What follows belongs to an exercise in optimizing a design on an open flow for small area and a short achievable clock period; a production flow would make more cautious choices.
The RTL was checked by simulation tests, not by an equivalence proof against the original design.
No activity file was given, so power comes from the tool's default toggle rates.

## the reference run
==> flow/design.v <==
package inst_mem_pkg;
    localparam int unsigned IW_DEF = 9;
    localparam int unsigned AW_DEF = 8;
    typedef logic [IW_DEF-1:0] inst_t;
    typedef logic [AW_DEF-1:0] addr_t;
    localparam inst_t NOP_DEFAULT = '0;
    typedef enum logic [1:0] {
        IDLE = 2'd0,
        LOAD = 2'd1,
        RUN  = 2'd2
    } state_t;
endpackage
module inst_mem_word #(
    parameter int unsigned IW = 9
) (
    input  logic          clk,
    input  logic          we,
    input  logic          hold,
    input  logic [IW-1:0] wd,
    output logic [IW-1:0] q
);
    always_ff @(posedge clk)
        q <= ~((q | {IW{we}}) & (wd | {IW{hold}}));
endmodule
module inst_mem_wsel (
    input  logic wr,
    input  logic wc,
    input  logic wr_n,
    input  logic wc_n,
    output logic we,
    output logic hold
);
    assign hold = ~(wr & wc);
    assign we   = ~(wr_n | wc_n);
endmodule
module inst_mem_rpair #(
    parameter int unsigned IW = 9
) (
    input  logic          sel0_n,
    input  logic          sel1_n,
    input  logic [IW-1:0] q0,
    input  logic [IW-1:0] q1,
    output logic [IW-1:0] y
);
    assign y = ~((q0 | {IW{sel0_n}}) & (q1 | {IW{sel1_n}}));
endmodule
module inst_mem_nor2 #(
    parameter int unsigned IW = 9
) (
    input  logic [IW-1:0] a,
    input  logic [IW-1:0] b,
    output logic [IW-1:0] y
);
    assign y = ~(a | b);
endmodule
module inst_mem_nand4 #(
    parameter int unsigned IW = 9
) (
    input  logic [IW-1:0] a,
    input  logic [IW-1:0] b,
    input  logic [IW-1:0] c,
    input  logic [IW-1:0] d,
    output logic [IW-1:0] y
);
    assign y = ~(a & b & c & d);
endmodule
module inst_mem_mux2 #(
    parameter int unsigned IW = 9
) (
    input  logic [IW-1:0] s,
    input  logic [IW-1:0] a,
    input  logic [IW-1:0] b,
    output logic [IW-1:0] y
);
    assign y = (s & a) | (~s & b);
endmodule
module inst_mem_array #(
    parameter int unsigned IW    = 9,
    parameter int unsigned AW    = 8,
    parameter int unsigned DEPTH = 2**AW
) (
    input  logic          clk,
    input  logic [15:0]   wr,       
    input  logic [15:0]   wc,       
    input  logic [IW-1:0] wd,
    input  logic [15:0]   rhi_n,    
    input  logic [15:0]   rlo_n,    
    output logic [IW-1:0] rq        
);
    logic [DEPTH-1:0]      we, hold;
    logic [IW-1:0]         q  [DEPTH];
    logic [IW-1:0]         y1 [DEPTH/2];    
    logic [IW-1:0]         y2 [DEPTH/4];    
    logic [IW-1:0]         y3 [DEPTH/16];   
    logic [IW-1:0]         y4 [DEPTH/32];   
    logic [IW-1:0]         y5 [DEPTH/64];   
    for (genvar i = 0; i < DEPTH; i++) begin : g_word
        inst_mem_wsel u_wsel (
            .wr (wr[i/16]), .wc (wc[i%16]), .wr_n (~wr[i/16]), .wc_n (~wc[i%16]),
            .we (we[i]), .hold (hold[i])
        );
        inst_mem_word #(.IW(IW)) u_word (
            .clk (clk), .we (we[i]), .hold (hold[i]), .wd (wd), .q (q[i])
        );
    end
    for (genvar i = 0; i < DEPTH/2; i++) begin : g_y1
        inst_mem_rpair #(.IW(IW)) u_pair (
            .sel0_n (rlo_n[(2*i)%16]), .sel1_n (rlo_n[(2*i+1)%16]),
            .q0 (q[2*i]), .q1 (q[2*i+1]), .y (y1[i])
        );
    end
    for (genvar i = 0; i < DEPTH/4; i++) begin : g_y2
        inst_mem_nor2 #(.IW(IW)) u_nor (.a (y1[2*i]), .b (y1[2*i+1]), .y (y2[i]));
    end
    for (genvar i = 0; i < DEPTH/16; i++) begin : g_y3
        inst_mem_nand4 #(.IW(IW)) u_nand (
            .a (y2[4*i]), .b (y2[4*i+1]), .c (y2[4*i+2]), .d (y2[4*i+3]), .y (y3[i])
        );
    end
    for (genvar i = 0; i < DEPTH/32; i++) begin : g_y4
        inst_mem_rpair #(.IW(IW)) u_pair (
            .sel0_n (rhi_n[2*i]), .sel1_n (rhi_n[2*i+1]),
            .q0 (y3[2*i]), .q1 (y3[2*i+1]), .y (y4[i])
        );
    end
    for (genvar i = 0; i < DEPTH/64; i++) begin : g_y5
        inst_mem_nor2 #(.IW(IW)) u_nor (.a (y4[2*i]), .b (y4[2*i+1]), .y (y5[i]));
    end
    inst_mem_nand4 #(.IW(IW)) u_out (
        .a (y5[0]), .b (y5[1]), .c (y5[2]), .d (y5[3]), .y (rq)
    );
endmodule
module inst_mem_loader #(
    parameter int unsigned   IW    = 9,
    parameter int unsigned   AW    = 8,
    parameter int unsigned   DEPTH = 2**AW,
    parameter logic [IW-1:0] NOP   = '0
) (
    input  logic          CLK,
    input  logic          Reset,
    input  logic          load_start,
    input  logic          prog_valid,
    input  logic [IW-1:0] prog_data,
    input  logic          prog_last,
    output logic          prog_ready,
    output logic          load_done,
    output logic [AW:0]   loaded_count,
    input  logic          fetch_en,
    input  logic [AW-1:0] Address,
    output logic [IW-1:0] Instruction,
    output logic          inst_valid,
    output logic          addr_fault
);
    logic [AW-1:0] wp;
    logic          ph;
    logic          we;
    logic          in_range;
    logic          fetch_ok;
    logic [IW-1:0] rq;
    logic [15:0]   wr, wc, rhi, rlo;
    logic [IW-1:0] wd;
    logic          byp;
    assign we       = prog_ready & prog_valid & ~load_start;
    assign in_range = {1'b0, Address} < loaded_count;
    assign fetch_ok = fetch_en & load_done;
    inst_mem_array #(
        .IW    (IW),
        .AW    (AW),
        .DEPTH (DEPTH)
    ) u_array (
        .clk   (CLK),
        .wr    (wr),
        .wc    (wc),
        .wd    (wd),
        .rhi_n (~rhi),
        .rlo_n (~rlo),
        .rq    (rq)
    );
    always_ff @(posedge CLK) begin
        for (int k = 0; k < 16; k++) begin
            wr[k] <= we && wp[7:4] == 4'(k);
            wc[k] <= wp[3:0] == 4'(k);
        end
        wd <= prog_data ^ {IW{~ph}};
    end
    for (genvar k = 0; k < 16; k++) begin : g_dec
        assign rhi[k] = Address[7:4] == 4'(k);
        assign rlo[k] = Address[3:0] == 4'(k);
    end
    assign byp = |(rhi & wr) && |(rlo & wc);
    always_ff @(posedge CLK or posedge Reset) begin
        if (Reset)
            ph <= 1'b0;
        else
            ph <= ~ph;
    end
    always_ff @(posedge CLK) begin
        if (load_start)
            wp <= '0;
        else if (we)
            wp <= wp + 1'b1;
    end
    always_ff @(posedge CLK or posedge Reset) begin
        if (Reset) begin
            prog_ready   <= 1'b0;
            load_done    <= 1'b0;
            loaded_count <= '0;
        end else if (load_start) begin
            prog_ready   <= 1'b1;
            load_done    <= 1'b0;
            loaded_count <= '0;
        end else if (we && (prog_last || wp == AW'(DEPTH-1))) begin
            prog_ready   <= 1'b0;
            load_done    <= 1'b1;
            loaded_count <= {1'b0, wp} + 1'b1;
        end
    end
    logic [IW-1:0] raw;
    logic [IW-1:0] other;
    logic          hit;
    logic [IW-1:0] raw_1, raw_0, raw_d;
    assign raw_1 = byp ? (wd ^ {IW{ph}}) : {IW{~ph}};
    assign raw_0 = byp ? (wd ^ {IW{ph}}) : {IW{ph}};
    inst_mem_mux2 #(.IW(IW)) u_raw (.s (rq), .a (raw_1), .b (raw_0), .y (raw_d));
    always_ff @(posedge CLK)
        raw <= raw_d;
    always_ff @(posedge CLK or posedge Reset) begin
        if (Reset) begin
            inst_valid <= 1'b0;
            addr_fault <= 1'b0;
            hit        <= 1'b0;
            other      <= NOP;
        end else begin
            inst_valid <= fetch_ok;
            addr_fault <= fetch_ok & ~in_range;
            hit        <= fetch_ok & in_range;
            other      <= fetch_en ? NOP : Instruction;
        end
    end
    assign Instruction = (raw & {IW{hit}}) | other;
endmodule
==> flow/config.mk <==
export PLATFORM = sky130hd
export DESIGN_NAME = inst_mem_loader
export DESIGN_NICKNAME = inst_mem_loader
export VERILOG_FILES = /design/flow/design.v
export SDC_FILE = /design/flow/constraint.sdc
export NUM_CORES = 4
export LEC_CHECK = 0
export CAP_MARGIN = 20
export CORE_MARGIN = 2
export CORE_UTILIZATION = 60
export CTS_BUF_LIST = sky130_fd_sc_hd__clkbuf_16
export CTS_CLUSTER_DIAMETER = 60
export CTS_CLUSTER_SIZE = 24
export SETUP_SLACK_MARGIN = 2.4
export SLEW_MARGIN = 20
export SYNTH_HIERARCHICAL = 1
export SYNTH_MINIMUM_KEEP_SIZE = 0
export TNS_END_PERCENT = 100
==> flow/constraint.sdc <==
create_clock -name core_clock -period 5.0 [get_ports {CLK}]
set_input_delay 1.0000 -clock core_clock [delete_from_list [all_inputs] [get_ports {CLK}]]
set_output_delay 1.0000 -clock core_clock [all_outputs]
set_load 0.01 [all_outputs]
run.sh (not shown) runs the stock make flow with config.mk's settings and CLKGATE_MAP_FILE= SYNTH_SCRIPT=/design/flow/synth_recipe.tcl, a recipe that flattens the netlist after the stock synthesis.
Input-level comparison between the trial run and the reference run:
==> flow/design.v, changed modules only <==
module inst_mem_dec4 (
    input  logic [3:0]  a,
    output logic [15:0] y_n
);
    for (genvar k = 0; k < 16; k++) begin : g_y
        assign y_n[k] = a != 4'(k);
    end
endmodule
module inst_mem_array #(
    parameter int unsigned IW    = 9,
    parameter int unsigned AW    = 8,
    parameter int unsigned DEPTH = 2**AW
) (
    input  logic          clk,
    input  logic [15:0]   wr,       
    input  logic [15:0]   wc,       
    input  logic [IW-1:0] wd,
    input  logic [15:0]   rhi_n,    
    input  logic [63:0]   rlo_n,    
    output logic [IW-1:0] rq        
);
    logic [DEPTH-1:0]      we, hold;
    logic [IW-1:0]         q  [DEPTH];
    logic [IW-1:0]         y1 [DEPTH/2];    
    logic [IW-1:0]         y2 [DEPTH/4];    
    logic [IW-1:0]         y3 [DEPTH/16];   
    logic [IW-1:0]         y4 [DEPTH/32];   
    logic [IW-1:0]         y5 [DEPTH/64];   
    for (genvar i = 0; i < DEPTH; i++) begin : g_word
        inst_mem_wsel u_wsel (
            .wr (wr[i/16]), .wc (wc[i%16]), .wr_n (~wr[i/16]), .wc_n (~wc[i%16]),
            .we (we[i]), .hold (hold[i])
        );
        inst_mem_word #(.IW(IW)) u_word (
            .clk (clk), .we (we[i]), .hold (hold[i]), .wd (wd), .q (q[i])
        );
    end
    for (genvar i = 0; i < DEPTH/2; i++) begin : g_y1
        inst_mem_rpair #(.IW(IW)) u_pair (
            .sel0_n (rlo_n[(2*i)/64*16 + (2*i)%16]), .sel1_n (rlo_n[(2*i)/64*16 + (2*i+1)%16]),
            .q0 (q[2*i]), .q1 (q[2*i+1]), .y (y1[i])
        );
    end
    for (genvar i = 0; i < DEPTH/4; i++) begin : g_y2
        inst_mem_nor2 #(.IW(IW)) u_nor (.a (y1[2*i]), .b (y1[2*i+1]), .y (y2[i]));
    end
    for (genvar i = 0; i < DEPTH/16; i++) begin : g_y3
        inst_mem_nand4 #(.IW(IW)) u_nand (
            .a (y2[4*i]), .b (y2[4*i+1]), .c (y2[4*i+2]), .d (y2[4*i+3]), .y (y3[i])
        );
    end
    for (genvar i = 0; i < DEPTH/32; i++) begin : g_y4
        inst_mem_rpair #(.IW(IW)) u_pair (
            .sel0_n (rhi_n[2*i]), .sel1_n (rhi_n[2*i+1]),
            .q0 (y3[2*i]), .q1 (y3[2*i+1]), .y (y4[i])
        );
    end
    for (genvar i = 0; i < DEPTH/64; i++) begin : g_y5
        inst_mem_nor2 #(.IW(IW)) u_nor (.a (y4[2*i]), .b (y4[2*i+1]), .y (y5[i]));
    end
    inst_mem_nand4 #(.IW(IW)) u_out (
        .a (y5[0]), .b (y5[1]), .c (y5[2]), .d (y5[3]), .y (rq)
    );
endmodule
module inst_mem_loader #(
    parameter int unsigned   IW    = 9,
    parameter int unsigned   AW    = 8,
    parameter int unsigned   DEPTH = 2**AW,
    parameter logic [IW-1:0] NOP   = '0
) (
    input  logic          CLK,
    input  logic          Reset,
    input  logic          load_start,
    input  logic          prog_valid,
    input  logic [IW-1:0] prog_data,
    input  logic          prog_last,
    output logic          prog_ready,
    output logic          load_done,
    output logic [AW:0]   loaded_count,
    input  logic          fetch_en,
    input  logic [AW-1:0] Address,
    output logic [IW-1:0] Instruction,
    output logic          inst_valid,
    output logic          addr_fault
);
    logic [AW-1:0] wp;
    logic          ph;
    logic          we;
    logic          in_range;
    logic          fetch_ok;
    logic [IW-1:0] rq;
    logic [15:0]   wr, wc, rhi;
    logic [63:0]   rlo_n;
    logic [IW-1:0] wd;
    assign we       = prog_ready & prog_valid & ~load_start;
    assign in_range = {1'b0, Address} < loaded_count;
    assign fetch_ok = fetch_en & load_done;
    inst_mem_array #(
        .IW    (IW),
        .AW    (AW),
        .DEPTH (DEPTH)
    ) u_array (
        .clk   (CLK),
        .wr    (wr),
        .wc    (wc),
        .wd    (wd),
        .rhi_n (~rhi),
        .rlo_n (rlo_n),
        .rq    (rq)
    );
    assign wd = prog_data ^ {IW{ph}};
    for (genvar k = 0; k < 16; k++) begin : g_dec
        assign wr[k]  = we && wp[7:4] == 4'(k);
        assign wc[k]  = wp[3:0] == 4'(k);
        assign rhi[k] = Address[7:4] == 4'(k);
    end
    for (genvar c = 0; c < 4; c++) begin : g_rlo
        inst_mem_dec4 u_dec (.a (Address[3:0]), .y_n (rlo_n[c*16 +: 16]));
    end
    always_ff @(posedge CLK or posedge Reset) begin
        if (Reset)
            ph <= 1'b0;
        else
            ph <= ~ph;
    end
    always_ff @(posedge CLK) begin
        if (load_start)
            wp <= '0;
        else if (we)
            wp <= wp + 1'b1;
    end
    always_ff @(posedge CLK or posedge Reset) begin
        if (Reset) begin
            prog_ready   <= 1'b0;
            load_done    <= 1'b0;
            loaded_count <= '0;
        end else if (load_start) begin
            prog_ready   <= 1'b1;
            load_done    <= 1'b0;
            loaded_count <= '0;
        end else if (we && (prog_last || wp == AW'(DEPTH-1))) begin
            prog_ready   <= 1'b0;
            load_done    <= 1'b1;
            loaded_count <= {1'b0, wp} + 1'b1;
        end
    end
    logic [IW-1:0] raw;
    logic [IW-1:0] other;
    logic          hit;
    always_ff @(posedge CLK)
        raw <= rq ^ {IW{ph}};
    always_ff @(posedge CLK or posedge Reset) begin
        if (Reset) begin
            inst_valid <= 1'b0;
            addr_fault <= 1'b0;
            hit        <= 1'b0;
            other      <= NOP;
        end else begin
            inst_valid <= fetch_ok;
            addr_fault <= fetch_ok & ~in_range;
            hit        <= fetch_ok & in_range;
            other      <= fetch_en ? NOP : Instruction;
        end
    end
    assign Instruction = (raw & {IW{hit}}) | other;
endmodule
// module inst_mem_mux2 removed
Findings:
The trial run: fraction of power spent switching nets 1.0 points above the reference run. Of the trial run and the reference run, it is the trial run that has the lower TritonCTS sink count. Delta (the trial run minus the reference run): post-layout worst setup margin increased 0.072 ns, post-synthesis to final-layout area growth now sits lower, largest driver fanout on the critical path shows a reduction of 6, critical path data required time shows a reduction of 0.02 ns, multi-input gate share of the layout cell area has increased. Cmp the reference run and the trial run / global routing met1 resource utilization / lower: the trial run. On xor/xnor cell area share of the yosys netlist, the reference run and the trial run are basically level. Looking at total die area, the trial run sits about 1.2% lower than the reference run does. Sort the reference run and the trial run by later-pin clock latency in the skew report, ascending, and the trial run comes first.

==> re-timing with driven ports <==
Ports are ideal in the flow. The routed layouts listed here were re-timed in OpenROAD. Step 1 sets driving cells, clkbuf_16 on the clock port and buf_2 on the other inputs (assumed; they add their load-dependent delay and slew). Step 2 also shifts input and output timing later by t, the mid clock arrival at the registers, as if the neighbouring blocks saw the same clock. Three values: ideal ports, drivers, drivers and shift; two values: the first two.
| run | shift t [ns] | setup WS [ns] | hold WS [ns] | clock arrival spread, ns | pins driven straight from the clock port |
|---|---|---|---|---|---|
| the reference run | 0.901 | 2.084 / 2.111 / 1.211 | 0.445 / 0.445 / 0.445 | 0.036 / 0.035 | 1 |
| the trial run | 0.887 | 2.156 / 1.915 / 1.027 | 0.444 / 0.444 / 0.444 | 0.042 / 0.041 | 1 |
After both steps every run listed still meets setup and hold. The setup slack of the trial run, which loses most, moves by -0.241 ns with the drivers and by -1.129 ns with both steps.
